Background: an optimization exercise with open tools, aiming at small area. Do not read the settings as production practice. Where RTL was checked, it was by simulation tests only, not by an equivalence proof against the original. The RTL of run 1 was laid out without a check of its function. Power and IR drop assume default switching activity.

==> design.v <==
module pc_ctrl_dmem #(
    parameter logic [31:0] PC_RESET = 32'h0000_0000
) (
    input  logic        clock,
    input  logic        reset,
    input  logic [31:0] nextPC,
    output logic [31:0] pc,
    input  logic [5:0]  opcode,
    input  logic [5:0]  funct,
    output logic [2:0]  ALUOp,
    output logic        ALUSrc,
    output logic        RegDst,
    output logic        RegWrite,
    output logic        MemtoReg,
    output logic        MemRead,
    output logic        MemWrite,
    output logic        Branch,
    output logic        Jump,
    input  logic [31:0] Address,
    input  logic [31:0] WriteData,
    output logic [31:0] ReadData
);
    localparam int NP = 32;      
    logic [31:0]   r_pc;
    logic [31:0]   r_mem_h [0:NP-1];
    logic [31:0]   r_mem_t [0:NP-1];
    logic [NP-1:0] r_valid_h;
    logic [NP-1:0] r_valid_t;
    logic          r_pol_h;
    logic          r_pol_t;
    logic          r_pend_we;
    logic [5:0]    r_pend_index;
    logic [31:0]   r_pend_data;
    logic [10:0]   w_ctrl;
    logic          w_re;
    logic          w_we;
    logic [5:0]    w_index;
    logic [4:0]    w_pair;
    logic          w_head;
    logic          w_in_h;
    logic          w_direct;
    logic          w_defer;
    logic          w_commit;
    logic          w_fwd;
    logic          w_pol;
    logic [NP-1:0] w_pair_dec;
    logic [NP-1:0] w_pend_dec;
    logic [NP-1:0] w_set_d;        
    logic [NP-1:0] w_set_p;        
    logic [NP-1:0] w_keep;         
    logic [31:0]   w_wd_x;         
    logic [31:0]   w_pd_x;         
    logic [63:0]   w_rsel;
    logic [63:0]   w_rcol [0:31];
    logic [31:0]   w_tree;
    logic          w_hit;
    assign w_re    = w_ctrl[3];
    assign w_we    = w_ctrl[2];
    assign w_index = Address[7:2];
    assign w_pair  = w_index[5:1];
    assign w_head  = r_pol_h ^ r_pol_t;
    assign w_in_h  = (w_index[0] == w_head);
    always_ff @(posedge clock or negedge reset) begin
        if (!reset) begin
            r_pc <= PC_RESET;
        end else begin
            r_pc <= nextPC;
        end
    end
    always_comb begin
        w_ctrl = 11'b000_0000_0000;
        case (opcode)
            6'b000000: begin
                if (funct == 6'b001000) begin
                    w_ctrl = 11'b010_0_0_0_0_0_0_0_1;    
                end else begin
                    w_ctrl = 11'b010_0_1_1_0_0_0_0_0;    
                end
            end
            6'b001000: w_ctrl = 11'b000_1_0_1_0_0_0_0_0;  
            6'b001100: w_ctrl = 11'b011_1_0_1_0_0_0_0_0;  
            6'b001101: w_ctrl = 11'b100_1_0_1_0_0_0_0_0;  
            6'b001010: w_ctrl = 11'b101_1_0_1_0_0_0_0_0;  
            6'b100011: w_ctrl = 11'b000_1_0_1_1_1_0_0_0;  
            6'b101011: w_ctrl = 11'b000_1_0_0_0_0_1_0_0;  
            6'b000100: w_ctrl = 11'b001_0_0_0_0_0_0_1_0;  
            6'b000010: w_ctrl = 11'b111_0_0_0_0_0_0_0_1;  
            default:   w_ctrl = 11'b000_0000_0000;
        endcase
    end
    always_ff @(posedge clock or negedge reset) begin
        if (!reset) begin
            r_pol_h <= 1'b0;
            r_pol_t <= 1'b0;
        end else begin
            r_pol_h <= ~r_pol_t;
            r_pol_t <= r_pol_h;
        end
    end
    assign w_direct = w_we & ~w_in_h;
    assign w_defer  = w_we & w_in_h;
    assign w_commit = r_pend_we & ~(w_direct & (w_pair == r_pend_index[5:1]));
    always_ff @(posedge clock or negedge reset) begin
        if (!reset) begin
            r_pend_we <= 1'b0;
        end else begin
            r_pend_we <= w_defer;
        end
    end
    always_ff @(posedge clock) begin
        r_pend_index <= w_index;
        r_pend_data  <= WriteData;
    end
    always_comb begin
        for (int p = 0; p < NP; p++) begin
            w_pair_dec[p] = (w_pair == 5'(p));
            w_pend_dec[p] = (r_pend_index[5:1] == 5'(p));
        end
    end
    assign w_set_d = w_pair_dec & {NP{w_direct}};
    assign w_set_p = w_pend_dec & {NP{w_commit}};
    assign w_keep  = ~(w_set_d | w_set_p);
    assign w_wd_x  = WriteData ^ {32{r_pol_t}};
    assign w_pd_x  = r_pend_data ^ {32{r_pol_t}};
    always_ff @(posedge clock or negedge reset) begin
        if (!reset) begin
            r_valid_h <= '0;
            r_valid_t <= '0;
        end else begin
            r_valid_h <= w_set_d | w_set_p | r_valid_t;
            r_valid_t <= r_valid_h;
        end
    end
    for (genvar p = 0; p < NP; p++) begin : g_pair
        logic [31:0] w_next_h;
        for (genvar b = 0; b < 32; b++) begin : g_bit
            pcd_aoi222 u_in (
                .a1(w_keep[p]),  .a2(r_mem_t[p][b]),
                .b1(w_set_d[p]), .b2(w_wd_x[b]),
                .c1(w_set_p[p]), .c2(w_pd_x[b]),
                .y (w_next_h[b])
            );
        end
        always_ff @(posedge clock) begin
            r_mem_h[p] <= w_next_h;
            r_mem_t[p] <= r_mem_h[p];
        end
    end
    assign w_fwd = w_re & r_pend_we & (r_pend_index == w_index);
    assign w_pol = w_in_h ? r_pol_h : r_pol_t;
    always_comb begin
        for (int p = 0; p < NP; p++) begin
            w_rsel[2*p]   = w_re & ~w_fwd & w_pair_dec[p] & w_in_h  & r_valid_h[p];
            w_rsel[2*p+1] = w_re & ~w_fwd & w_pair_dec[p] & ~w_in_h & r_valid_t[p];
        end
    end
    assign w_hit = |w_rsel;
    for (genvar b = 0; b < 32; b++) begin : g_rd
        for (genvar p = 0; p < NP; p++) begin : g_col
            assign w_rcol[b][2*p]   = r_mem_h[p][b];
            assign w_rcol[b][2*p+1] = r_mem_t[p][b];
        end
        pcd_rd_bit u_rd (
            .sel(w_rsel),
            .q  (w_rcol[b]),
            .d  (w_tree[b])
        );
    end
    assign ReadData = ((w_tree ^ {32{w_pol}}) & {32{w_hit}}) |
                      (r_pend_data & {32{w_fwd}});
    assign pc       = r_pc;
    assign ALUOp    = w_ctrl[10:8];
    assign ALUSrc   = w_ctrl[7];
    assign RegDst   = w_ctrl[6];
    assign RegWrite = w_ctrl[5];
    assign MemtoReg = w_ctrl[4];
    assign MemRead  = w_ctrl[3];
    assign MemWrite = w_ctrl[2];
    assign Branch   = w_ctrl[1];
    assign Jump     = w_ctrl[0];
endmodule
module pcd_rd_bit (
    input  logic [63:0] sel,
    input  logic [63:0] q,
    output logic        d
);
    logic [21:0] w_n;      
    logic [5:0]  w_p;      
    logic [2:0]  w_m;      
    for (genvar k = 0; k < 21; k++) begin : g_aoi
        pcd_aoi222 u_aoi (
            .a1(sel[3*k]),   .a2(q[3*k]),
            .b1(sel[3*k+1]), .b2(q[3*k+1]),
            .c1(sel[3*k+2]), .c2(q[3*k+2]),
            .y (w_n[k])
        );
    end
    pcd_nand2 u_last (.a(sel[63]), .b(q[63]), .y(w_n[21]));
    for (genvar k = 0; k < 5; k++) begin : g_nand
        pcd_nand4 u_nand (.a(w_n[4*k]), .b(w_n[4*k+1]), .c(w_n[4*k+2]), .d(w_n[4*k+3]),
                          .y(w_p[k]));
    end
    pcd_nand2 u_nand5 (.a(w_n[20]), .b(w_n[21]), .y(w_p[5]));
    for (genvar k = 0; k < 3; k++) begin : g_nor
        pcd_nor2 u_nor (.a(w_p[2*k]), .b(w_p[2*k+1]), .y(w_m[k]));
    end
    pcd_nand3 u_out (.a(w_m[0]), .b(w_m[1]), .c(w_m[2]), .y(d));
endmodule
module pcd_aoi222 (
    input  logic a1, a2, b1, b2, c1, c2,
    output logic y
);
    assign y = ~((a1 & a2) | (b1 & b2) | (c1 & c2));
endmodule
module pcd_nand2 (
    input  logic a, b,
    output logic y
);
    assign y = ~(a & b);
endmodule
module pcd_nand3 (
    input  logic a, b, c,
    output logic y
);
    assign y = ~(a & b & c);
endmodule
module pcd_nand4 (
    input  logic a, b, c, d,
    output logic y
);
    assign y = ~(a & b & c & d);
endmodule
module pcd_nor2 (
    input  logic a, b,
    output logic y
);
    assign y = ~(a | b);
endmodule
==> flow/run.sh <==
#!/bin/bash
# Standard layout (the standard.sh) with a leaner clock tree (large
# leaf clusters on clkbuf_16, no dummy loads) and small port buffers.
# All tool output goes to standard.log in this folder.
set -o pipefail
export CTS_ARGS="-sink_clustering_enable -repair_clock_nets -buf_list sky130_fd_sc_hd__clkbuf_16 -sink_clustering_size 24 -sink_clustering_max_diameter 60 -dont_use_dummy_load"
export BUFFER_PORTS_ARGS="-buffer_cell sky130_fd_sc_hd__buf_2"
bash standard.sh > standard.log 2>&1
==> standard.sh <==
#!/bin/bash
# synth_recipe.tcl (not shown) runs the flow's synth.tcl, then flattens the netlist and writes it again
# the make line also repeats each setting of config.mk as NAME=value (left out here)
make -C /OpenROAD-flow-scripts/flow DESIGN_CONFIG=/design/flow/config.mk WORK_HOME=/design/flow/orfs CLKGATE_MAP_FILE= SYNTH_SCRIPT=/design/flow/synth_recipe.tcl "${@:-finish}"
==> config.mk <==
export PLATFORM = sky130hd
export DESIGN_NAME = pc_ctrl_dmem
export DESIGN_NICKNAME = pc_ctrl_dmem
export VERILOG_FILES = /design/flow/design.v
export SDC_FILE = /design/flow/constraint.sdc
export NUM_CORES = 4
export LEC_CHECK = 0
export CAP_MARGIN = 10
export CORE_MARGIN = 2
export CORE_UTILIZATION = 60
export SLEW_MARGIN = 10
export SYNTH_HIERARCHICAL = 1
export SYNTH_MINIMUM_KEEP_SIZE = 0
==> constraint.sdc <==
create_clock -name core_clock -period 8.0 [get_ports {clock}]
set_input_delay 1.6000 -clock core_clock [delete_from_list [all_inputs] [get_ports {clock}]]
set_output_delay 1.6000 -clock core_clock [all_outputs]
set_load 0.01 [all_outputs]
==> run notes, run 1 <==
- The flow ran to the end and the layout has no timing, DRC or antenna violations.
- For this configuration, the core starts out at a cell density of 60.4%.
- The final standard cell area without fillers is between 70000 and 80000 sq um.
- Ranked by total cell area, the synthesized netlist is headed by sky130_fd_sc_hd__dfxtp_1 (63%), sky130_fd_sc_hd__a222oi_1 (25%), sky130_fd_sc_hd__dfrtp_1 (3.7%).
- The number of warning messages in the yosys log is 13.
- VDD sags by at most approximately 0.00022 V.
- Measured along the x axis, the die boundary spans between 300 and 400 microns.
- The clock tree from TritonCTS is yes.
- In this design, the stage delay of the slowest critical-path cell is 0.68 ns.
- The path type of the worst setup path is in2out.
- The clock arrives with 0.0772 ns of skew.
- The number of library cell types mapped by synthesis is 60.
- The fraction of layout instances using a drive strength above 1 is 13.7%.
- The worst pin sits at a relative slew slack of 10.2%.
- The worst min-delay path category is reg2reg.
- The area growth from synthesis to layout is 15.1%.
- The number of nets with antenna violations after detailed routing is 0.
- The quantity of hold-fixing buffers added after cts is 0.
- The H-tree level count is 4.
- The number of global-route vias before repair came to 55.9k.
- The initial antenna violation count was 10.
- The congestion estimate from routability-driven global placement came to 0.992.
- Data on the critical path arrives at its endpoint at 6.21 ns.
- In this run the mean area of a mapped cell was roughly 14 sq um.
- Setup repair after global routing left no endpoint under its margin.
- The reported max-cap violation count is 0.
- The peak fanout along the critical path is 32.
- The register bit total from synthesis is 2185.
- The fraction of registers with async set or reset after synthesis is 4.53%.
- In the global route stage, overall resource usage came out at 47.5%.
- The final layout contains routed wiring with a total length of around 280000 microns.
- The share of synthesized area occupied by flip-flops and latches is approximately two thirds.
- The achievable frequency is 128 MHz.
- The number of I/O pins is 185.
- The average routed wire per standard cell is roughly 41 microns.
- The post-synthesis cell type with the largest combined area is sky130_fd_sc_hd__dfxtp_1.
- The total overflow reported by the global router is 0.
- The number of enable flip-flop cells after synthesis is 0.
- The clock reaches the later pin of the worst-skew pair after 0.78 ns.
- The fill cell total of the finished layout is 8061.
- Dividing the detail-routed via count by the number of cells gives around 8.6.
- After clock tree synthesis, the clock-pin slew on the worst setup and hold paths is 0.09 ns.
- STA classifies the critical path startpoint as a primary input.
- Counting along the longest clock path gives a buffer depth of 3.
- For the pin with the worst max-slew slack, the measured transition is 1.34 ns.
- The wire-length estimate of the detail-placed layout is 155000 microns.
- Cells fill 69.5% of the core in the end.
- The fraction of post-synthesis cell area in the top cell type by area is a little over three fifths.
- For this design, the sink count on the clock tree is 2185.
- The count of routing violations after the opening detailed-route iteration is 16.5k.
- Synthesis produced a netlist whose cell count is 4807.
- Walking the worst path, the cells encountered are buf_2 > xnor2_1 > nand3_1 > nor3_1 > nor2b_2 > and3_1 > and3_1 > buf_12 > a222oi_1 > nand4_1 > nor2_1 > nand3_1 > xnor2_1 > a32o_1 > buf_2.
- Setup violations remaining at the end of the flow were counted as 0.
- The area of the die is 114000 sq um.
- The category of the worst setup path capture point is a primary output.
- The first global-routing pass estimated 392000 microns of wire.
- In this run the core area contains roughly 120 standard-cell rows.
- The number of nets in the synthesized netlist is 4917.
- The final number of max-transition violations is 0.
- In the layout the commonest cells are sky130_fd_sc_hd__dfxtp_1 (2086), sky130_fd_sc_hd__a222oi_1 (1696), sky130_fd_sc_hd__buf_4 (216), sky130_fd_sc_hd__nand4_1 (160), sky130_fd_sc_hd__buf_2 (157).
- The root cell of the clock tree is sky130_fd_sc_hd__clkbuf_16.
- The count of endpoints failing hold in the final timing report came to 0.
- The largest net degree at the start of global routing is 67.
- The cell at the slowest stage of the critical path is sky130_fd_sc_hd__nor2_1.
- Buffers placed on the I/O ports in this run total 158.
- The sum of negative setup slack is 0 ns.
- The static leakage is 0.0294 uW.
- The placed cell area is 73300 sq um.
- Post-CTS repair changed the size of 0 cells.
- The height of the die is 337 microns.
- The first-pass detailed-route iteration total is 13.
- The number of nets in the finished design is 5411.
- The power density over the cells is 238 nW/um^2.
- The number of setup buffers added after CTS is 0.
- The number of design rule violations left after detail routing is 0.
- In the finished design, the share of the clock period the worst path needs comes to between 90 and 100%.
- The cell area after technology mapping is 66700 sq um.
- The TritonCTS buffer count is 138.
- For this run, the leading register cell type out of synthesis is sky130_fd_sc_hd__dfxtp_1.
- For the finished layout, the period the worst path requires is 7.81 ns.
- The region available for standard cell placement spans 111000 sq um.
- The commonest non-fill, non-tap cell in the layout is sky130_fd_sc_hd__dfxtp_1.
- The data required time of the worst path is 6.40 ns.
- The final route contains 58.0k vias.
==> synth_stat cells (8+ instances only) <==
cell type / instances
sky130_fd_sc_hd__nand2b_1: 22
sky130_fd_sc_hd__clkbuf_1: 27
sky130_fd_sc_hd__xnor2_1: 39
sky130_fd_sc_hd__a222oi_1: 1696
sky130_fd_sc_hd__xor2_1: 64
sky130_fd_sc_hd__nand2_1: 95
sky130_fd_sc_hd__dfrtp_1: 99
sky130_fd_sc_hd__a32o_1: 32
sky130_fd_sc_hd__dfxtp_1: 2086
sky130_fd_sc_hd__and3_1: 67
sky130_fd_sc_hd__nor2_1: 190
sky130_fd_sc_hd__nand4_1: 160
sky130_fd_sc_hd__nor3_1: 26
sky130_fd_sc_hd__buf_2: 14
sky130_fd_sc_hd__or3_1: 24
sky130_fd_sc_hd__a21oi_1: 20
sky130_fd_sc_hd__nor2b_1: 8
sky130_fd_sc_hd__nand3_1: 41
sky130_fd_sc_hd__mux2i_1: 17
==> stage by stage <==
step	worst slack, ns	cells	hold WS [ns]	power (uW)
floorplan	0.414	4807	0.330	11600
global placement	0.601	6649	0.331	11900
detailed placement	0.561	6649	0.335	11900
CTS	0.548	6787	0.309	18200
global route	0.148	6787	0.317	18700
finish	0.188	6788	0.308	18300
==> where the power goes <==
| group | internal, uW | leakage (uW) | switching, uW |
|---|---|---|---|
| logic | 145 | 0.00910 | 471 |
| clock network | 3060 | 0.00170 | 3480 |
| registers | 11000 | 0.0186 | 87.4 |
==> cell type report <==
cell class / count / area [sq um] / share of cell area (%)
sequential: 2185 / 44200 / 57.6
multi-input combinational: 2561 / 24100 / 31.3
tap: 1488 / 1860 / 2.43
inverter: 6 / 22.5 / 0.0293
clock buffer: 138 / 3450 / 4.50
timing repair buffer: 409 / 3130 / 4.07
antenna: 1 / 2.50 / 0.00326
==> per-module statistics from Yosys (local to each module, per instance), excerpt <==
module | copies in the design | cells inside
pcd_nand3 | 32 | 1
pcd_nand4 | 160 | 1
pcd_aoi222 | 1696 | 1
pcd_nand2 | 64 | 1
pcd_nor2 | 96 | 1
pc_ctrl_dmem | 1 | 2759
==> sequential cells by signal, summed over array words and instances, names as in the netlist <==
register and flops:
r_mem_h 1024, r_mem_t 1024, r_pc 32, r_pend_data 32
r_valid_h 32, r_valid_t 32, r_pend_index 6, r_pend_we 1
r_pol_h 1, r_pol_t 1
==> kinds of logic (layout without fill, tap and decap cells) <==
logic type	after synthesis	count (layout)	share of synthesized area (%)
simple gates	653	653	5.00
compound gates	1783	1783	26.5
xor+xnor	105	105	1.42
buf+inv	61	553	0.431
other cells	0	1	0
flops	2185	2185	66.3
mux	20	20	0.323
==> metal layers <==
| layer | wire length, microns | vias to the layer above | global-route usage (%) | part of all wire (%) |
|---|---|---|---|---|
| li1 | - | 23000 | - | - |
| met4 | 20800 | 10 | 30.7 | 7.4 |
| met3 | 53300 | 873 | 21.8 | 19 |
| met5 | 298 | - | 0.723 | 0.11 |
| met2 | 109000 | 5473 | 63.8 | 39 |
| met1 | 95900 | 28700 | 61.0 | 34 |
==> critical path, delay by kind of cell <==
| kind | cells | cell delay, ns |
|---|---|---|
| compound gates | 2 | 0.74 |
| buf+inv | 3 | 0.58 |
| simple gates | 8 | 2.82 |
| xor+xnor | 2 | 0.41 |
==> worst paths after layout <==
| path | start | endpoint | slack [ns] | cells after the start |
|---|---|---|---|---|
| hold reg to reg | r_mem_h[3][7] | r_mem_t[3][7] | 0.31 | 0 |
| setup reg to reg | r_pol_t | r_mem_h[24][19] | 3.03 | 9 |
| max in group asynchronous | reset | r_pol_t | 5.71 | 2 |
| setup / recovery | Address[5] | ReadData[1] | 0.19 | 15 |
| min in group asynchronous | reset | r_pc[27] | 0.79 | 1 |
| hold / removal | r_mem_h[3][7] | r_mem_t[3][7] | 0.31 | 0 |
==> inputs of run 2 (changes only) <==
--- a/design.v
+++ b/design.v
@@ -50,2 +50,4 @@
     logic [NP-1:0] w_keep;         
+    logic [NP-1:0] w_vh_next;
+    logic [NP-1:0] w_vt_next;
     logic [31:0]   w_wd_x;         
@@ -55,3 +57,3 @@
     logic [31:0]   w_tree;
-    logic          w_hit;
+    logic          w_pol_en;
     assign w_re    = w_ctrl[3];
@@ -119,5 +121,22 @@
     end
-    assign w_set_d = w_pair_dec & {NP{w_direct}};
-    assign w_set_p = w_pend_dec & {NP{w_commit}};
-    assign w_keep  = ~(w_set_d | w_set_p);
+    for (genvar p = 0; p < NP; p++) begin : g_ctl
+        pcd_pair_ctl u_ctl (
+            .dec    (w_pair_dec[p]),
+            .pdec   (w_pend_dec[p]),
+            .direct (w_direct),
+            .commit (w_commit),
+            .defer  (w_defer),
+            .rd_h   (w_re & w_in_h),
+            .rd_t   (w_re & ~w_in_h),
+            .vh     (r_valid_h[p]),
+            .vt     (r_valid_t[p]),
+            .set_d  (w_set_d[p]),
+            .set_p  (w_set_p[p]),
+            .keep   (w_keep[p]),
+            .vh_next(w_vh_next[p]),
+            .vt_next(w_vt_next[p]),
+            .rsel_h (w_rsel[2*p]),
+            .rsel_t (w_rsel[2*p+1])
+        );
+    end
     assign w_wd_x  = WriteData ^ {32{r_pol_t}};
@@ -129,4 +148,4 @@
         end else begin
-            r_valid_h <= w_set_d | w_set_p | r_valid_t;
-            r_valid_t <= r_valid_h;
+            r_valid_h <= w_vh_next;
+            r_valid_t <= w_vt_next;
         end
@@ -150,9 +169,3 @@
     assign w_pol = w_in_h ? r_pol_h : r_pol_t;
-    always_comb begin
-        for (int p = 0; p < NP; p++) begin
-            w_rsel[2*p]   = w_re & ~w_fwd & w_pair_dec[p] & w_in_h  & r_valid_h[p];
-            w_rsel[2*p+1] = w_re & ~w_fwd & w_pair_dec[p] & ~w_in_h & r_valid_t[p];
-        end
-    end
-    assign w_hit = |w_rsel;
+    assign w_pol_en = w_pol & (w_fwd | (|w_rsel));
     for (genvar b = 0; b < 32; b++) begin : g_rd
@@ -163,9 +176,10 @@
         pcd_rd_bit u_rd (
-            .sel(w_rsel),
-            .q  (w_rcol[b]),
-            .d  (w_tree[b])
+            .sel (w_rsel),
+            .q   (w_rcol[b]),
+            .fsel(w_fwd),
+            .fq  (w_pd_x[b]),
+            .d   (w_tree[b])
         );
     end
-    assign ReadData = ((w_tree ^ {32{w_pol}}) & {32{w_hit}}) |
-                      (r_pend_data & {32{w_fwd}});
+    assign ReadData = w_tree ^ {32{w_pol_en}};
     assign pc       = r_pc;
@@ -181,2 +195,28 @@
 endmodule
+module pcd_pair_ctl (
+    input  logic dec,        
+    input  logic pdec,       
+    input  logic direct,     
+    input  logic commit,     
+    input  logic defer,      
+    input  logic rd_h,       
+    input  logic rd_t,       
+    input  logic vh,
+    input  logic vt,
+    output logic set_d,
+    output logic set_p,
+    output logic keep,
+    output logic vh_next,
+    output logic vt_next,
+    output logic rsel_h,
+    output logic rsel_t
+);
+    assign set_d   = dec & direct;
+    assign set_p   = pdec & commit;
+    assign keep    = ~(set_d | set_p);
+    assign vh_next = ~keep | vt;
+    assign vt_next = vh & ~(dec & defer);
+    assign rsel_h  = dec & rd_h & vh;
+    assign rsel_t  = dec & rd_t & vt;
+endmodule
 module pcd_rd_bit (
@@ -184,2 +224,4 @@
     input  logic [63:0] q,
+    input  logic        fsel,
+    input  logic        fq,
     output logic        d
@@ -197,3 +239,3 @@
     end
-    pcd_nand2 u_last (.a(sel[63]), .b(q[63]), .y(w_n[21]));
+    pcd_aoi22 u_last (.a1(sel[63]), .a2(q[63]), .b1(fsel), .b2(fq), .y(w_n[21]));
     for (genvar k = 0; k < 5; k++) begin : g_nand
@@ -214,2 +256,8 @@
 endmodule
+module pcd_aoi22 (
+    input  logic a1, a2, b1, b2,
+    output logic y
+);
+    assign y = ~((a1 & a2) | (b1 & b2));
+endmodule
 module pcd_nand2 (
==> flow/run.sh (replaced) <==
#!/bin/bash
# The standard layout (standard.sh: ORFS synth..finish, unchanged
# synthesis) with two changes:
#  - clock tree: large leaf clusters on clkbuf_16 and no dummy loads
#  - port buffers: buf_2 instead of the default choice
# All tool output goes to standard.log in this folder.
set -o pipefail
export CTS_ARGS="-sink_clustering_enable -repair_clock_nets -buf_list sky130_fd_sc_hd__clkbuf_16 -sink_clustering_size 28 -sink_clustering_max_diameter 70 -dont_use_dummy_load"
export BUFFER_PORTS_ARGS="-buffer_cell sky130_fd_sc_hd__buf_2"
bash standard.sh > standard.log 2>&1
==> run 2 against run 1 <==
Net effect:
- register-to-register slack gained 0.80 ns
- hold slack got worse by 0.0092 ns
- global-route usage shrank 2.9 points
- synthesized area up 0.60%
- clock power shrank 14%
==> run notes, run 2 <==
- Summing all placed instances gives a cell area of approximately 73000 sq um.
- The fraction of layout instances using a drive strength above 1 is 14.7%.
- At the later pin of the worst-skew pair, clock insertion delay measures 0.77 ns.
- Dividing total power by cell area gives a power density of ~230 nW/um^2.
- The slew at the pin closest to its max-slew limit is around 1.2 ns.
- Traced cell by cell, the critical path runs through buf_2 > nand4b_1 > or3_2 > nor2_2 > buf_4 > and3_2 > nor4_1 > nand4_1 > nor4_2 > a21oi_4 > buf_4 > xor2_1 > buf_2.
- The worst IR drop on VDD is ~0.00019 V.
- The final RePlAce weighted congestion is around 0.94.
- In this run, CTS created clock tree buffers numbering 104.
- The biggest cell delay along the critical path is 0.79 ns.
- Summed over all layers, the routed wires come to between 200000 and 300000 microns.
- In this run the standard cell core region covers around 110000 sq um.
- The flow ran to the end and the layout has no timing, DRC or antenna violations.
- The average routed wire per standard cell is 39.9 microns.
- Hold repair after CTS inserted 0 buffers.
- The die is 338 microns tall.
- The number of library cell types mapped by synthesis is 45.
- The category of the worst setup path capture point is a primary output.
- The area growth from synthesis to layout is 12.3%.
- The startpoint type of the worst setup path is a primary input.
- The H-tree level count is 3.
- The minimum setup slack among reg-to-reg paths is 3.83 ns.
- The number of enable flip-flop cells after synthesis is 0.
- Setup repair after global routing left no endpoint under its margin.
- The length in cells of the worst reg-to-reg path is 5.
- On the final layout, the worst clock skew is 0.0831 ns.
- Clock-pin slew was measured on the worst setup and hold paths at roughly 0.11 ns.
- After synthesis, the most frequently instantiated cells are sky130_fd_sc_hd__dfxtp_1 (2086), sky130_fd_sc_hd__a222oi_1 (1696), sky130_fd_sc_hd__nor2_1 (174), sky130_fd_sc_hd__nand4_1 (164), sky130_fd_sc_hd__dfrtp_1 (99).
- The tightest min-delay check is of the reg2reg type.
- The root cell of the clock tree is sky130_fd_sc_hd__clkbuf_16.
- The largest net degree at the start of global routing is 68.
- The worst hold path endpoint is r_mem_t[31][14].
- Synthesis inferred ~2.2k register bits.
- Gates resized during post-CTS repair numbered 0.
- For this design the static power due to leakage is around 0.029 uW.
- Clock tree synthesis found a total of 2185 sinks.
- Along the worst path, the maximum fanout reaches 32.
- Global routing consumed, over all layers together, 44.6% of the routing resources.
- The area taken by flip-flops and latches is 44200 sq um.
- Final hold analysis gives a worst-case slack of about 0.30 ns.
- After global routing the overflow that remains totals 0.
- Ranked by total cell area, the synthesized netlist is headed by sky130_fd_sc_hd__dfxtp_1 (62%), sky130_fd_sc_hd__a222oi_1 (25%), sky130_fd_sc_hd__dfrtp_1 (3.7%).
- The worst max-slew margin expressed relative to the limit is 18.6%.
- Once detailed placement completed, the half-perimeter wirelength came to 150000 microns.
- The count of endpoints failing hold in the final timing report is 0.
- For the worst setup path, the data arrival time is ~6.0 ns.
- In this run the critical register-to-register path is launched from r_pol_t.
- The buffering stage count on the worst path with inverters included is 4.
- The post-synthesis cell count is 4747.
- In the synthesized netlist the dominant register cell turns out to be sky130_fd_sc_hd__dfxtp_1.
- Using the TritonRoute via totals, the vias-per-cell ratio works out to 8.48.
- In this run the most critical hold path is launched from r_mem_h[31][14].
- The final cycle utilization of the critical path is 95.1%.
- The share of synthesized area occupied by flip-flops and latches is between 60% and 70%.
- The critical register-to-register path endpoint is r_mem_h[23][16].
- The first-pass detailed-route iteration total is 14.
- On the critical path the largest part of the delay comes from simple AND/OR/NAND/NOR gates.
- The average instance area after synthesis is around 14 sq um.
- Adding up every negative setup slack in the final design gives 0 ns.
- The net count of the finished layout is 5328.
- When the netlist entered floorplanning its net count stood at about 4.9k.
- The library cells used most frequently in the layout, excluding fill and tap cells, are sky130_fd_sc_hd__dfxtp_1 (2086), sky130_fd_sc_hd__a222oi_1 (1696), sky130_fd_sc_hd__buf_4 (230), sky130_fd_sc_hd__nor2_1 (170), sky130_fd_sc_hd__nand4_1 (164).
- The worst-case clock buffer depth is 3.
- The synthesized design devotes to its leading area cell type 62.2% of total area.
- The cell area after technology mapping is 67100 sq um.
- Along the worst hold path, the cell count comes to 0.
- The number of warning messages in the yosys log is 13.
- For this run, the top clock speed supported by timing is between 100 and 150 MHz.
- The final number of max-transition violations was 0.
- The design draws roughly 17000 uW.
- The initial core utilization is 60.6%.
- TritonCTS built the clock tree.
- For this run, asynchronously set or reset flops after synthesis account for approximately 4.5%.
- The number of buffers added on ports is 158.
- The final standard cell area without fillers is roughly 75000 sq um.
- The initial antenna violation count was 20.
- In this run the remaining antenna-violating nets after routing total 0.
- The minimum clock period is 7.60 ns.
- The number of I/O pins is 185.
- The data required time of the worst path is 6.40 ns.
- For this design, the slowest cell found on the critical path is sky130_fd_sc_hd__and3_2.
- The width of the die is 338 microns.
- The count of routing violations after the opening detailed-route iteration is 16.0k.
- The floorplan step defined a die boundary enclosing 115000 sq um.
- For this run, the share of the core covered by cells in the final layout is around two thirds.
- By instance count, the leading cell after synthesis is sky130_fd_sc_hd__dfxtp_1.
- The setup path with the least slack is of type in2out.
- The reported max-cap violation count is 0.
- After clock tree synthesis, the setup repair step added 0 buffers.
- Setup violations remaining at the end of the flow were counted as 0.
- In the routed design, unresolved DRC markers number 0.
- The first-pass GRT wire length is 379000 microns.
- The area of the multi-input gates is 24100 sq um.
- The commonest non-fill, non-tap cell in the layout is sky130_fd_sc_hd__dfxtp_1.
- The fill cell total of the finished layout is 8328.
- The detailed router placed 56.9k vias in this run.
- In the final layout, the registers with the most flip-flops are r_mem_h: 1024 flops, r_mem_t: 1024 flops.
- The post-synthesis cell type with the largest combined area is sky130_fd_sc_hd__dfxtp_1.
- The floorplan has 122 rows.
- The number of global-route vias before repair came to roughly 55k.
run 2: cell type report:
cell class                      count  share of cell area [%]
Sequential cell                  2185                    58.7
Clock buffer                      104                    3.45
Antenna cell                        5                  0.0166
Tap cell                         1488                    2.47
Multi-Input combinational cell   2533                    32.0
Inverter                            5                  0.0249
Timing Repair Buffer              389                    3.39
run 2: cells by family after synthesis:
family / share of synthesized area, %
AOI/OAI and AO/OA: 27.2
xor gates and xnor gates: 1.71
buffers and inverters: 0.254
DFF: 65.9
muxes: 0.0149
and+or+nand+nor: 4.95
run 2: worst reg2reg max path, stage by stage, from the launching register on:
cell and delay [ns]:
sky130_fd_sc_hd__dfrtp_4 0.93, sky130_fd_sc_hd__buf_4 0.85, sky130_fd_sc_hd__buf_4 0.96, sky130_fd_sc_hd__xor2_4 0.42
sky130_fd_sc_hd__buf_4 0.63, sky130_fd_sc_hd__a222oi_1 0.21
run 2: how the worst max path moves through the flow:
stage,startpoint,end,slack [ns],cells after the start
final,opcode[2],ReadData[0],0.40,13
after global routing,opcode[2],ReadData[0],0.36,13
after CTS,opcode[2],ReadData[1],0.61,13
after detailed placement,opcode[2],ReadData[0],0.61,13
after global placement,opcode[2],ReadData[0],0.71,13
after floorplan,Address[5],r_mem_h[10][0],0.04,6
run 2: metrics by stage:
stage	setup slack (ns)	std cells
after global placement	0.714	6600
after CTS	0.608	6704
after floorplan	0.0372	4747
final	0.395	6709
after global routing	0.365	6706
after detailed placement	0.613	6600
run 2: per-module statistics from Yosys (local to each module, per instance), a selection:
| module | area (sq um) | cells inside | flops+latches | copies in the design |
|---|---|---|---|---|
| pc_ctrl_dmem | 46400 | 2475 | 2185 | 1 |
| pcd_pair_ctl | 53.8 | 7 | 0 | 32 |
| pcd_aoi22 | 12.5 | 1 | 0 | 32 |
| pcd_aoi222 | 10.0 | 1 | 0 | 1696 |
| pcd_nand4 | 6.26 | 1 | 0 | 160 |
| pcd_nand3 | 5.00 | 1 | 0 | 32 |
| pcd_nand2 | 3.75 | 1 | 0 | 32 |
| pcd_nor2 | 3.75 | 1 | 0 | 96 |
run 2: metal layers:
metal / GRT usage, % / wire [microns] / vias up
met5: 0 / 59 / -
met4: 32.4 / 23400 / 10
met3: 16.9 / 44000 / 878
met2: 62.9 / 109000 / 5020
met1: 55.9 / 91300 / 28200
li1: - / - / 22800
run 2: where the power goes:
group          internal (uW)  leakage, uW  total (uW)  switching [uW]
logic                    132      0.00900         547             416
clock network           2320      0.00128        5640            3330
registers              11000       0.0186       11100            79.9
total                  13500       0.0288       17300            3820
==> inputs of run 3 (changes only) <==
--- a/design.v
+++ b/design.v
@@ -32,3 +32,3 @@
     logic [5:0]    r_pend_index;
-    logic [31:0]   r_pend_data;
+    logic [31:0]   r_pend_data;    
     logic [10:0]   w_ctrl;
@@ -113,3 +113,3 @@
         r_pend_index <= w_index;
-        r_pend_data  <= WriteData;
+        r_pend_data  <= WriteData ^ {32{r_pol_h}};
     end
@@ -142,3 +142,3 @@
     assign w_wd_x  = WriteData ^ {32{r_pol_t}};
-    assign w_pd_x  = r_pend_data ^ {32{r_pol_t}};
+    assign w_pd_x  = r_pend_data;
     always_ff @(posedge clock or negedge reset) begin
==> run 3 against run 2 <==
Net effect:
- still clean on timing, DRC and antenna
- clock power is essentially flat
- hold slack gained 0.016 ns
- sequential cell count is the same
- die area is the same
- synthesized area is the same
- critical path type unchanged
==> run notes, run 3 <==
- In the global route stage, overall resource usage came out at 44.1%.
- The initial core utilization is 60.6%.
- Static timing analysis puts the maximum clock frequency at 137 MHz.
- Final hold analysis gives a worst-case slack of 0.315 ns.
- The clock tree from TritonCTS is yes.
- The number of global-route vias before repair is 54.5k.
- The flow ran to the end and the layout has no timing, DRC or antenna violations.
- In this run the tightest slew margin relative to its limit is 23.0%.
- The signal on the critical path passes through buf_2 > nand4b_1 > or3_2 > nor2_4 > and3_2 > a222oi_1 > nand4_1 > nor2_1 > nand3_1 > xor2_2 > buf_2.
- The final critical path takes up 91.4% of the cycle.
- The minimum setup slack among reg-to-reg paths is 4.58 ns.
- Detailed routing inserted a total of between 50k and 60k vias.
- The tool flagged a number of max-cap violations equal to 0.
- The share of synthesized area occupied by flip-flops and latches is around two thirds.
- In this run the biggest area consumer among cell types represents 62.2% of the synthesized area.
- The area taken by flip-flops and latches is 44300 sq um.
- Cells fill 67.5% of the core in the end.
- In the final layout, the registers with the most flip-flops are r_mem_h: 1024 flops, r_mem_t: 1024 flops.
- The clock tree synthesis step divided the H-tree into 3 levels.
- The count of routing violations after the opening detailed-route iteration is 16.6k.
- Buffers placed on the I/O ports in this run total 158.
- The number of nets produced by synthesis is around 5k.
- The synthesized design contains 2185 register bits.
- The count of endpoints failing hold in the final timing report is 0.
- Clock-pin slew was measured on the worst setup and hold paths at ~0.11 ns.
- Across the VDD grid, the largest voltage drop is 0.000194 V.
- The worst path arrival time is 5.71 ns.
- The number of library cell types mapped by synthesis is between 40 and 50.
- The number of setup buffers added after CTS is 0.
- The fraction of layout instances using a drive strength above 1 is between 10 and 15%.
- The path type of the worst setup path is in2out.
- sky130_fd_sc_hd__dfxtp_1 is the most common cell in the netlist.
- The sum of negative setup slack is 0 ns.
- The worst register-to-register path begins at r_pol_h.
- For hold timing, the worst endpoint is r_mem_t[16][0].
- Entering global routing, the biggest net connects 97 pins.
- Data on the critical path is required at its endpoint by 6.40 ns.
- Setup violations remaining at the end of the flow were counted as 0.
- The final RePlAce weighted congestion is between 0.9 and 1.
- The initial antenna violation count is 13.
- The source of the worst hold timing path is r_mem_h[16][0].
- The total of cells resized after clock tree synthesis is 0.
- The clock reaches the later pin of the worst-skew pair after roughly 0.76 ns.
- The area growth from synthesis to layout is 11.5%.
- The floorplan step set the die height to 338 microns.
- The CTS sink count is 2185.
- At the pin with the least slew margin, the transition time is 1.16 ns.
- Once detail routing completed, the nets flagged for antenna violations numbered 0.
- The worst setup path is launched from a primary input.
- After synthesis, the cell types taking the most area are sky130_fd_sc_hd__dfxtp_1 (62%), sky130_fd_sc_hd__a222oi_1 (25%), sky130_fd_sc_hd__dfrtp_1 (3.7%).
- For this run, the number of Yosys warnings is 13.
- In the layout the commonest cells are sky130_fd_sc_hd__dfxtp_1 (2054), sky130_fd_sc_hd__a222oi_1 (1696), sky130_fd_sc_hd__buf_4 (207), sky130_fd_sc_hd__nor2_1 (170), sky130_fd_sc_hd__nand4_1 (164).
- For this design, the slowest cell found on the critical path is sky130_fd_sc_hd__and3_2.
- The commonest non-fill, non-tap cell in the layout is sky130_fd_sc_hd__dfxtp_1.
- The average instance area after synthesis is about 14 sq um.
- The min-delay analysis places its worst path in the category reg2reg.
- The cell area that synthesis handed to floorplanning was around 67000 sq um.
- The length in cells of the worst reg-to-reg path is 6.
- In the synthesized netlist, the cells that appear most often are sky130_fd_sc_hd__dfxtp_1 (2086), sky130_fd_sc_hd__a222oi_1 (1696), sky130_fd_sc_hd__nor2_1 (174), sky130_fd_sc_hd__nand4_1 (164), sky130_fd_sc_hd__dfrtp_1 (99).
- Of all nets on the critical path, the largest fanout is 29.
- The minimum clock period is 7.31 ns.
- Among the stages of the critical path, the cell type that occurs most often is sky130_fd_sc_hd__buf_2.
- The number of design rule violations left after detail routing is 0.
- The area of the multi-input gates is around 24000 sq um.
- The category of the worst setup path capture point is a primary output.
- In this design, the largest share of critical-path delay is due to simple AND/OR/NAND/NOR gates.
- The critical register-to-register path endpoint is r_mem_h[25][21].
- Setup repair after global routing left no endpoint under its margin.
- From left edge to right edge, the die measures around 340 microns.
- At the end of the flow, the number of nets in the layout was 5313.
- The worst-case clock buffer depth is 3.
- The biggest area contributor in the post-synthesis netlist is sky130_fd_sc_hd__dfxtp_1.
- Among all flip-flop cells after synthesis, the most frequent one is sky130_fd_sc_hd__dfxtp_1.
- In this run the power density over the cells is 231 nW/um^2.
- The quantity of hold-fixing buffers added after cts is 0.
- The number of instances on the worst hold path is 0.
- The biggest cell delay along the critical path is ~0.87 ns.
- After filler insertion, the fill cell instance count of the layout stands at 8343.
- The number of enable flip-flop cells after synthesis is 0.
- The clock skew after layout is 0.0660 ns.
- The floorplan has 122 rows.
- Wires add up to 266000 microns.
- After detailed routing, the average wire length per cell comes to 39.7 microns.
- The vias per cell is 8.44.
- The buffering stage count on the worst path with inverters included is 2.
- The placed wire-length estimate after detailed placement is 149000 microns.
- The first global-routing pass estimated around 380000 microns of wire.
- The static leakage is approximately 0.029 uW.
- During I/O placement, the number of pins put on the boundary was between 150 and 200.
- The area of the die is 115000 sq um.
- The root cell of the clock tree is sky130_fd_sc_hd__clkbuf_16.
- The final number of max-transition violations is 0.
- The total overflow reported by the global router is 0.
- The pre-antenna-repair detailed-routing pass consisted of 15 iterations.
- The total core area is 111000 sq um.
- The post-synthesis cell count is approximately 4.7k.
- The TritonCTS buffer count is about 110.
- The fraction of registers with async set or reset after synthesis is around 4.5%.
## run 3: cell families (layout without fill, tap and decap cells)
logic type | Yosys count | in the layout | synth area share [%]
buf+inv | 29 | 483 | 0.254
xor+xnor | 105 | 105 | 1.71
simple gates | 596 | 596 | 4.95
flops | 2185 | 2185 | 65.9
other cells | 0 | 4 | 0
compound gates | 1831 | 1831 | 27.2
mux | 1 | 1 | 0.0149
## run 3: where the power goes
part           switching [uW]  internal, uW  leakage [uW]
Sequential               72.0         11000        0.0186
Combinational             416           126       0.00871
Clock                    3330          2340       0.00129
## run 3: routing by layer
layer | vias up | GRT usage, % | wire length (microns) | share of wire (%)
li1 | 22800 | - | - | -
met1 | 28100 | 57.3 | 93500 | 35
met2 | 4863 | 60.4 | 106000 | 40
met3 | 778 | 19.4 | 47500 | 18
met4 | 8 | 26.6 | 18600 | 7.0
met5 | - | 0 | 55 | 0.021
## run 3: cell type report
class                      count  area share [%]
sequential                  2185            59.2
multi-input combinational   2533            31.4
clock buffer                 105            3.51
timing repair buffer         373            3.37
tap                         1488            2.49
inverter                       5          0.0251
antenna                        4          0.0134
## run 3: how the worst max path moves through the flow
stage / depth (start not counted) / to / startpoint
floorplan: 6 / r_mem_h[10][0] / Address[5]
global placement: 11 / ReadData[13] / opcode[2]
detailed placement: 11 / ReadData[13] / opcode[2]
CTS: 11 / ReadData[13] / opcode[2]
global route: 11 / ReadData[24] / opcode[2]
finish: 11 / ReadData[16] / opcode[2]
## run 3: worst register-to-register path, cell delays in order (launching register included)
cell	delay, ns
sky130_fd_sc_hd__dfrtp_2	0.41
sky130_fd_sc_hd__xnor2_1	0.26
sky130_fd_sc_hd__xnor2_1	0.21
sky130_fd_sc_hd__nor2_4	0.16
sky130_fd_sc_hd__buf_4	0.87
sky130_fd_sc_hd__and2_2	1.07
sky130_fd_sc_hd__a222oi_1	0.26
## run 3: modules after synthesis (local to each module, per instance), a selection
module        flops+latches  cell area (sq um)
pcd_nor2                  0               3.75
pcd_nand3                 0               5.00
pcd_aoi222                0               10.0
pcd_nand4                 0               6.26
pcd_pair_ctl              0               53.8
pcd_nand2                 0               3.75
## run 3: per-stage QoR
step | cells | power (uW) | area [sq um] | worst slack [ns]
2_1_floorplan | 4747 | 11500 | 67100 | 0.0372
3_3_place_gp | 6584 | 11800 | 72200 | 0.543
3_5_place_dp | 6584 | 11800 | 72200 | 0.508
4_1_cts | 6689 | 17300 | 74800 | 0.499
5_1_grt | 6689 | 17700 | 74800 | 0.680
6_report | 6693 | 17300 | 74800 | 0.687
==> inputs of run 4 (changes only) <==
--- a/config.mk
+++ b/config.mk
@@ -9,3 +9,4 @@
 export CORE_MARGIN = 2
-export CORE_UTILIZATION = 60
+export CORE_UTILIZATION = 65
+export SETUP_SLACK_MARGIN = 0.1
 export SLEW_MARGIN = 10
==> run 4 against run 3 <==
Net effect:
- still clean on timing, DRC and antenna
- count of clock-buffer cells in the layout decreased by 9
- maximum frequency down 4.3%
- global-route usage increased by 2.8 points
- critical endpoint is now ReadData[23]
- largest power group unchanged
==> run notes, run 4 <==
- The final number of max-transition violations came to 0.
- The post-synthesis cell type with the largest combined area is sky130_fd_sc_hd__dfxtp_1.
- Setup violations remaining at the end of the flow were counted as 0.
- The flow ran to the end and the layout has no timing, DRC or antenna violations.
- The die covers 106000 sq um.
- After synthesis, flip-flops and latches occupy 65.9% of the total area.
- The worst setup path is captured at a primary output.
- Leaving out fill and tap cells, the most frequent cells in the layout are sky130_fd_sc_hd__dfxtp_1 (2054), sky130_fd_sc_hd__a222oi_1 (1696), sky130_fd_sc_hd__buf_4 (204), sky130_fd_sc_hd__nor2_1 (170), sky130_fd_sc_hd__nand4_1 (164).
- The sum of negative setup slack is 0 ns.
- The first global-routing pass estimated 370000 microns of wire.
- The final layout contains routed wiring with a total length of approximately 260000 microns.
- The first-pass detailed-route iteration total is 14.
- The total overflow reported by the global router is 0.
- The fill cell total of the finished layout is 7114.
- The switching power total is 3760 uW.
- The register bit total from synthesis is 2185.
- Synthesis handed over a netlist of 4747 instances.
- For this design the static power due to leakage is 0.0284 uW.
- The clock latency reported for the late side of the worst-skew pair is 0.76 ns.
- The number of enable flip-flop cells after synthesis is 0.
- The number of design rule violations left after detail routing is 0.
- By area the synthesized netlist is led by sky130_fd_sc_hd__dfxtp_1 (62%), sky130_fd_sc_hd__a222oi_1 (25%), sky130_fd_sc_hd__dfrtp_1 (3.7%).
- The internal portion of total power is between 10000 and 15000 uW.
- The final RePlAce weighted congestion is 0.964.
- The worst max-slew margin expressed relative to the limit is 16.9%.
- For this run, the number of Yosys warnings is 13.
- Hold repair after CTS inserted 0 buffers.
- The netlist uses between 40 and 50 different library cells.
- In this run the register-to-register setup slack is about 3.4 ns.
- The pre-CTS worst setup slack is 0.876 ns.
- The commonest cells after synthesis are sky130_fd_sc_hd__dfxtp_1 (2086), sky130_fd_sc_hd__a222oi_1 (1696), sky130_fd_sc_hd__nor2_1 (174), sky130_fd_sc_hd__nand4_1 (164), sky130_fd_sc_hd__dfrtp_1 (99).
- The worst path needs around 7.6 ns of the cycle, external delays included.
- The count of endpoints failing hold in the final timing report came to 0.
- The count of routing violations after the opening detailed-route iteration is between 15k and 20k.
- The TritonCTS buffer count is 96.
- The largest registers in the layout are r_mem_h: 1024 flops, r_mem_t: 1024 flops.
- The clock skew after layout is ~0.076 ns.
- The number of buffers added on ports is around 160.
- Global routing used 64.9% of the available met2 tracks.
- The number of nets with antenna violations after detailed routing is 0.
- The clock network fraction of total power is 31.8%.
- Global routing used around three fifths of the available met1 tracks.
- The number of setup buffers added after CTS is 0.
- The commonest non-fill, non-tap cell in the layout is sky130_fd_sc_hd__dfxtp_1.
- The clock tree synthesis step divided the H-tree into 3 levels.
- Counting flops with an async set or reset pin after synthesis yields a share of roughly 4.5%.
- Global routing used 46.9% of the available tracks across all layers.
- The proportion of power drawn by combinational gates is under 10%.
- The floorplan step set the die height to 325 microns.
- The wire-length estimate of the detail-placed layout is roughly 140000 microns.
- The worst IR drop on VDD is 0.000205 V.
- After floorplanning, the core was sized to cover 102000 sq um.
- Of the available clock period, the critical path in the final layout requires around 96%.
- The tree is rooted in a sky130_fd_sc_hd__clkbuf_16.
- The worst path arrival time is approximately 6.0 ns.
- For the pin with the worst max-slew slack, the measured transition is 1.25 ns.
- The reported max-cap violation count is 0.
- The initial antenna violation count came to 15.
- The total of cells resized after clock tree synthesis is 0.
- TritonCTS built the clock tree.
- The largest net degree at the start of global routing is 80.
- Hold timing on the final database bottoms out at a slack of slightly above 0.3 ns.
- STA classifies the critical path startpoint as a flip-flop.
- The critical path is of the reg2out type.
- Measured along the x axis, the die boundary spans 325 microns.
- The switching part of the total is about 22%.
- Summing over every cut layer, the via total after detailed routing is 56.6k.
- Per report_power, the sequential group accounts for 65.3% of the total.
- Setup repair after global routing left no endpoint under its margin.
- The cell with the most instances after synthesis is sky130_fd_sc_hd__dfxtp_1.
- Timing would allow up to around 130 MHz.
- After detailed routing, the number of vias per cell comes to around 8.6.
- For this design the ratio of total power to cell area is about 230 nW/um^2.
- The post-CTS clock slew at the launch and capture registers of the worst setup and hold paths is 0.11 ns.
- The layer flagged by global routing as most heavily used is met2.
- In this run the worst path has a maximum fanout of 32.
- In this run the count of I/O pins placed on the die edge is between 150 and 200.
- The initial utilization of the core area, before any placement, comes to 65.8%.
- The number of nets in the finished design is 5292.
- When the netlist entered floorplanning its net count stood at 4857.
- The clock net in this run drives a total of 2185 sinks.
- Data on the critical path is required at its endpoint by ~6.4 ns.
- The number of global-route vias before repair is between 50k and 60k.
- The fraction of layout instances using a drive strength above 1 is 14.1%.
- The cell area after technology mapping is around 67000 sq um.
- The average routed wire per standard cell is between 30 and 40 microns.
- The worst min-delay path category is reg2reg.
- For met3 alone, demand over resource in global routing was 19.9%.
- After synthesis, the largest area contributor takes up 62.2% of total cell area.
- Relative to the synthesized area, the layout overhead comes to 10.6%.
- The number of rows created at floorplan is 117.
- Each instance of the synthesized netlist takes up on average ~14 sq um.
- The worst path meets setup with approximately 0.36 ns of slack.
- The worst-case clock buffer depth is 3.
- The dominant register cell in the synthesized netlist is sky130_fd_sc_hd__dfxtp_1.
## run 4: cell counts after synthesis
No cell type changed its count.
## run 4: final cells by class
class / count / area [sq um] / share of cell area (%)
Clock buffer: 96 / 2400 / 3.24
Inverter: 5 / 18.8 / 0.0253
Timing Repair Buffer: 361 / 2320 / 3.12
Tap cell: 1368 / 1710 / 2.31
Antenna cell: 5 / 12.5 / 0.0169
Sequential cell: 2185 / 44300 / 59.6
Multi-Input combinational cell: 2533 / 23500 / 31.7
## run 4: kinds of logic (layout without fill, tap and decap cells)
logic type / count (synthesis) / after routing / synth area share, %
other: 0 / 5 / 0
multiplexers: 1 / 1 / 0.0149
XOR/XNOR: 105 / 105 / 1.71
flip-flops: 2185 / 2185 / 65.9
AO/OA/AOI/OAI: 1831 / 1831 / 27.2
AND/OR/NAND/NOR: 596 / 596 / 4.95
buffers and inverters: 29 / 462 / 0.254
## run 4: per-module statistics from Yosys (local to each module, per instance), a selection
| module | cells inside | flip-flops and latches |
|---|---|---|
| pcd_nand3 | 1 | 0 |
| pcd_nand2 | 1 | 0 |
| pc_ctrl_dmem | 2475 | 2185 |
| pcd_aoi222 | 1 | 0 |
| pcd_nand4 | 1 | 0 |
| pcd_pair_ctl | 7 | 0 |
| pcd_nor2 | 1 | 0 |
| pcd_aoi22 | 1 | 0 |
## run 4: routing by layer
layer | wire, microns | part of all wire [%]
met2 | 105000 | 40
met3 | 47200 | 18
met4 | 21700 | 8.3
met5 | 267 | 0.10
met1 | 86600 | 33
## run 4: power groups by stage
| stage | Sequential [uW] | Clock [uW] | Combinational [uW] |
|---|---|---|---|
| after detailed placement | 11400 | 0 | 464 |
| after global placement | 11400 | 0 | 457 |
| after floorplan | 11400 | 0 | 160 |
| after CTS | 11100 | 5410 | 464 |
| after global routing | 11100 | 5800 | 494 |
| final | 11100 | 5420 | 497 |
## run 4: through the flow
stage / cells / power, uW / util [%] / area, sq um
2_1_floorplan: 4747 / 11500 / - / 67100
3_3_place_gp: 6452 / 11800 / 70.4 / 71800
3_5_place_dp: 6452 / 11800 / 70.4 / 71800
4_1_cts: 6548 / 17000 / 72.8 / 74200
5_1_grt: 6550 / 17400 / 72.8 / 74200
6_report: 6553 / 17100 / 72.8 / 74200
## run 4: path summary, 6_finish.rpt
| kind | start | endpoint | cells past startpoint |
|---|---|---|---|
| setup / recovery | r_pol_t | ReadData[23] | 12 |
| setup reg to reg | r_pol_t | r_mem_h[28][7] | 8 |
| min in group asynchronous | reset | r_pc[16] | 1 |
| hold reg to reg | r_mem_h[0][13] | r_mem_t[0][13] | 0 |
| hold / removal | r_mem_h[0][13] | r_mem_t[0][13] | 0 |
| max in group asynchronous | reset | r_valid_h[22] | 2 |
## run 4: critical path, cell delays in order (launching register included)
cell and delay [ns]:
sky130_fd_sc_hd__dfrtp_4 1.06, sky130_fd_sc_hd__inv_1 0.18, sky130_fd_sc_hd__xnor2_1 0.40, sky130_fd_sc_hd__nor2_2 0.05, sky130_fd_sc_hd__buf_4 0.27, sky130_fd_sc_hd__and3_2 0.45, sky130_fd_sc_hd__buf_4 0.31, sky130_fd_sc_hd__a222oi_1 0.38
sky130_fd_sc_hd__nand4_1 0.46, sky130_fd_sc_hd__nor2_1 0.79, sky130_fd_sc_hd__nand3_1 0.44, sky130_fd_sc_hd__xor2_2 0.27, sky130_fd_sc_hd__buf_2 0.18
==> inputs of run 5 (changes only) <==
--- a/design.v
+++ b/design.v
@@ -32,3 +32,3 @@
     logic [5:0]    r_pend_index;
-    logic [31:0]   r_pend_data;    
+    logic [31:0]   r_pend_data;
     logic [10:0]   w_ctrl;
@@ -113,3 +113,3 @@
         r_pend_index <= w_index;
-        r_pend_data  <= WriteData ^ {32{r_pol_h}};
+        r_pend_data  <= WriteData;
     end
@@ -142,3 +142,3 @@
     assign w_wd_x  = WriteData ^ {32{r_pol_t}};
-    assign w_pd_x  = r_pend_data;
+    assign w_pd_x  = r_pend_data ^ {32{r_pol_t}};
     always_ff @(posedge clock or negedge reset) begin
--- a/flow/run.sh
+++ b/flow/run.sh
@@ -7,3 +7,3 @@
 set -o pipefail
-export CTS_ARGS="-sink_clustering_enable -repair_clock_nets -buf_list sky130_fd_sc_hd__clkbuf_16 -sink_clustering_size 28 -sink_clustering_max_diameter 70 -dont_use_dummy_load"
+export CTS_ARGS="-sink_clustering_enable -repair_clock_nets -buf_list sky130_fd_sc_hd__clkbuf_16 -sink_clustering_size 30 -sink_clustering_max_diameter 70 -dont_use_dummy_load"
 export BUFFER_PORTS_ARGS="-buffer_cell sky130_fd_sc_hd__buf_2"
==> run 5 against run 4 <==
Net effect:
- largest power group unchanged
- total power is 0.12% higher
- global-route usage rose by 0.84 points
- still clean
- clock power about the same
- sequential share of layout area fell by 0.79 points
- clock skew down 0.0010 ns
- sequential cell count is the same
- via count rose by 0.90%
- utilization is 0.91 points higher
- critical path depth is 1 higher
==> run notes, run 5 <==
- The run finished with no timing, DRC or antenna violations.
- The clock tree from TritonCTS is yes.
- Along the worst hold path, the cell count comes to 0.
- The number of buffers added on ports is roughly 160.
- The number of rows created at floorplan is 117.
- Summed over all layers, the routed wires come to 265000 microns.
- In the routed design, unresolved DRC markers number 0.
- The minimum clock period is between 7 and 8 ns.
- The number of global-route vias before repair is 55.8k.
- From bottom edge to top edge, the die measures 325 microns.
- Timing would allow up to 138 MHz.
- The worst IR drop on VDD is 0.000212 V.
- The first-pass GRT wire length is around 380000 microns.
- The cell with the most instances after synthesis is sky130_fd_sc_hd__dfxtp_1.
- The count of endpoints failing hold in the final timing report is 0.
- Summed over all failing endpoints, the final setup total negative slack is 0 ns.
- The fraction of post-synthesis cell area in the top cell type by area is 62.2%.
- The dominant register cell in the synthesized netlist is sky130_fd_sc_hd__dfxtp_1.
- The synthesized netlist occupies a cell area of 67100 sq um.
- After synthesis, the most frequently instantiated cells are sky130_fd_sc_hd__dfxtp_1 (2086), sky130_fd_sc_hd__a222oi_1 (1696), sky130_fd_sc_hd__nor2_1 (174), sky130_fd_sc_hd__nand4_1 (164), sky130_fd_sc_hd__dfrtp_1 (99).
- The floorplan step defined a die boundary enclosing 106000 sq um.
- The final number of max-transition violations is 0.
- The critical register-to-register path endpoint is r_mem_h[13][15].
- The worst min-delay path category is reg2reg.
- The number of enable flip-flop cells after synthesis is 0.
- The number of nets produced by synthesis is approximately 5k.
- Once detail routing completed, the nets flagged for antenna violations numbered 0.
- The category of the worst setup path capture point is a primary output.
- Counting flops with an async set or reset pin after synthesis yields a share of 4.53%.
- The post-synthesis cell count is 4747.
- The launching point of the worst reg2reg path is r_pol_t.
- Before CTS, the worst setup slack after placement is 1.07 ns.
- The share of synthesized area occupied by flip-flops and latches is roughly two thirds.
- Detailed routing inserted a total of 57.1k vias.
- In this run the horizontal extent of the chip is 325 microns.
- Setup repair after global routing left no endpoint under its margin.
- The highest metal layer used by the detailed router is met5.
- The initial antenna violation count was 19.
- Measured against its own limit, the worst slew margin works out to 24.2%.
- The clock passes through at most 3 buffers.
- The number of warning messages in the yosys log is 13.
- The number of library cell types mapped by synthesis is 45.
- The static leakage is 0.0287 uW.
- The clock skew after layout is 0.0747 ns.
- Of all nets on the critical path, the largest fanout is 32.
- The path type of the worst setup path is in2out.
- The slew at the pin closest to its max-slew limit is 1.14 ns.
- The post-synthesis cell type with the largest combined area is sky130_fd_sc_hd__dfxtp_1.
- For this block, the initial DRC count from the detailed router was around 17k.
- In this run the most critical hold path is launched from r_mem_h[23][1].
- The worst hold path endpoint is r_mem_t[23][1].
- The final cycle utilization of the critical path is 90.5%.
- In this run the count of I/O pins placed on the die edge is approximately 190.
- In the final routed layout, each cell accounts on average for just over 40 microns.
- The placed cell area is 72800 sq um.
- The startpoint type of the worst setup path is a primary input.
- CTS built an H-tree with a depth of 3.
- The post-CTS clock slew at the launch and capture registers of the worst setup and hold paths is 0.12 ns.
- The minimum setup slack among reg-to-reg paths is approximately 3.6 ns.
- The commonest non-fill, non-tap cell in the layout is sky130_fd_sc_hd__dfxtp_1.
- In the layout the commonest cells are sky130_fd_sc_hd__dfxtp_1 (2086), sky130_fd_sc_hd__a222oi_1 (1696), sky130_fd_sc_hd__buf_4 (211), sky130_fd_sc_hd__nor2_1 (170), sky130_fd_sc_hd__nand4_1 (164).
- For the worst setup path, the data required time is 6.40 ns.
- The clock net in this run drives a total of 2185 sinks.
- Cells with a size suffix above 1 make up 14.5% of the layout.
- For this block, wires on met1 add up to between 80000 and 90000 microns.
- Summed over all nets, the half-perimeter wirelength after detailed placement is 146000 microns.
- The congestion estimate from routability-driven global placement came to 0.959.
- The number of nets in the finished design is between 5k and 6k.
- The first detailed-routing pass took 15 iterations.
- Setup violations remaining at the end of the flow were counted as 0.
- Ranked by total cell area, the synthesized netlist is headed by sky130_fd_sc_hd__dfxtp_1 (62%), sky130_fd_sc_hd__a222oi_1 (25%), sky130_fd_sc_hd__dfrtp_1 (3.7%).
- The largest net degree at the start of global routing is 68.
- The vias per cell is between 8 and 9.
- Max-cap violations in this run came to 0.
- Buffers added to address setup during post-CTS repair amount to 0.
- The largest registers in the layout are r_mem_h: 1024 flops, r_mem_t: 1024 flops.
- The register bit total from synthesis is ~2.2k.
- In this run the power density over the cells is 227 nW/um^2.
- The length in cells of the worst reg-to-reg path is 9.
- After detailed routing, the met3 layer carries 48200 microns of wire.
- Gates resized during post-CTS repair numbered 0.
- The quantity of hold-fixing buffers added after cts is 0.
- The total overflow left after global routing is 0.
- The clock latency reported for the late side of the worst-skew pair is 0.76 ns.
- At the worst endpoint, the arrival time is 5.64 ns.
- The initial utilization of the core area, before any placement, comes to 65.8%.
- CTS placed an instance of sky130_fd_sc_hd__clkbuf_16 at the clock tree root.
- The final standard cell area without fillers is 75200 sq um.
- Compared with the post-synthesis result, the final layout area differs by 12.0%.
- The region available for standard cell placement spans approximately 100000 sq um.
- The average instance area after synthesis is between 10 and 15 sq um.
- Buffers inserted during clock tree synthesis total 96.
- The post-layout worst setup margin is 0.758 ns.
- The sum of met2 wire segment lengths after detailed routing is around 110000 microns.
- The overall routing resource usage is 47.8%.
- The fill cell total of the finished layout is 7048.
-- run 5: cell types whose count changed after synthesis, sizes merged --
cell    delta
clkbuf     -4
buf        +4
-- run 5: kinds of logic (layout without fill, tap and decap cells) --
family                 after synthesis  after routing  share of synthesized area (%)
XOR/XNOR                           105            105                           1.71
multiplexers                         1              1                         0.0149
other                                0              5                              0
buffers and inverters               29            485                          0.254
AO/OA/AOI/OAI                     1831           1831                           27.2
flip-flops                        2185           2185                           65.9
AND/OR/NAND/NOR                    596            596                           4.95
-- run 5: worst max-delay path by stage --
stage | cells after the start | startpoint | slack (ns) | to
floorplan | 8 | opcode[2] | 0.59 | ReadData[0]
global placement | 13 | opcode[2] | 1.11 | ReadData[7]
detailed placement | 13 | opcode[2] | 1.07 | ReadData[7]
CTS | 13 | opcode[2] | 1.05 | ReadData[7]
global route | 13 | Address[2] | 0.80 | ReadData[27]
finish | 13 | opcode[2] | 0.76 | ReadData[31]
-- run 5: stage by stage --
| step | hold slack (ns) | util [%] | instances | power [uW] |
|---|---|---|---|---|
| global placement | 0.330 | 71.3 | 6475 | 11800 |
| global route | 0.295 | 73.7 | 6572 | 17400 |
| detailed placement | 0.335 | 71.3 | 6475 | 11900 |
| finish | 0.298 | 73.7 | 6576 | 17100 |
| CTS | 0.304 | 73.7 | 6571 | 17000 |
| floorplan | 0.330 | - | 4747 | 11500 |
-- run 5: cell type report --
class,instances,area [sq um],share of cell area (%)
Tap cell,1368,1710,2.28
Timing Repair Buffer,384,2690,3.58
Sequential cell,2185,44200,58.8
Clock buffer,96,2400,3.20
Antenna cell,5,12.5,0.0166
Inverter,5,18.8,0.0250
Multi-Input combinational cell,2533,24100,32.1
-- run 5: per-module statistics from Yosys, one instance, submodules excluded, a selection --
module        copies in the design  cells inside  flip-flops and latches
pc_ctrl_dmem                     1          2475                    2185
pcd_pair_ctl                    32             7                       0
pcd_aoi22                       32             1                       0
pcd_aoi222                    1696             1                       0
pcd_nand4                      160             1                       0
pcd_nand3                       32             1                       0
pcd_nand2                       32             1                       0
pcd_nor2                        96             1                       0
-- run 5: power breakdown --
part	internal, uW	leakage, uW	switching [uW]	total [uW]
Clock	2150	0.00118	3270	5420
Sequential	11000	0.0186	81.8	11100
Combinational	131	0.00901	415	546
-- run 5: worst max-delay path: stages --
cell,delay (ns)
sky130_fd_sc_hd__buf_2,0.13
sky130_fd_sc_hd__nand4b_1,0.22
sky130_fd_sc_hd__or3_2,0.60
sky130_fd_sc_hd__nor2_2,0.15
sky130_fd_sc_hd__buf_4,0.35
sky130_fd_sc_hd__and3_2,0.85
sky130_fd_sc_hd__nor4_1,0.24
sky130_fd_sc_hd__nand4_1,0.20
sky130_fd_sc_hd__nor4_2,0.07
sky130_fd_sc_hd__a21oi_4,0.15
sky130_fd_sc_hd__buf_12,0.33
sky130_fd_sc_hd__xor2_1,0.45
sky130_fd_sc_hd__buf_2,0.23
-- run 5: per-layer routing --
layer,global-route usage [%],up-vias
li1,-,22800
met1,58.4,27700
met2,66.6,5424
met3,20.5,1091
met4,35.9,24
met5,0.317,-

[port drivers added, routing unchanged]
The flow's constraints put no driver on any port. The routed layouts listed below were extracted and timed again, unchanged, in two steps. Step 1: set_driving_cell puts a clkbuf_16 on clock and a buf_2 on each other input, an assumption about the parent block. Step 2 also shifts input and output timing later by t, the mid clock arrival at the registers, as if the neighbouring blocks saw the same clock. a / b / c = ideal / step 1 / step 2; a / b = the first two.
run	t, ns	setup WS [ns]	worst hold slack (ns)	clock arrival spread, ns
run 1	0.826	0.188 / 0.163 / 0.163	0.308 / 0.308 / 0.308	0.078 / 0.077
run 2	0.803	0.395 / 0.374 / 0.374	0.299 / 0.299 / 0.299	0.084 / 0.085
run 3	0.809	0.687 / 0.582 / 0.582	0.315 / 0.315 / 0.315	0.074 / 0.074
run 4	0.798	0.356 / 0.276 / 0.422	0.306 / 0.306 / 0.306	0.079 / 0.079
run 5	0.799	0.758 / 0.663 / 0.663	0.298 / 0.298 / 0.298	0.075 / 0.075
After both steps setup and hold are still met in every run listed. The setup slack of run 3, which loses most, moves by -0.105 ns with the drivers and by -0.105 ns with both steps.
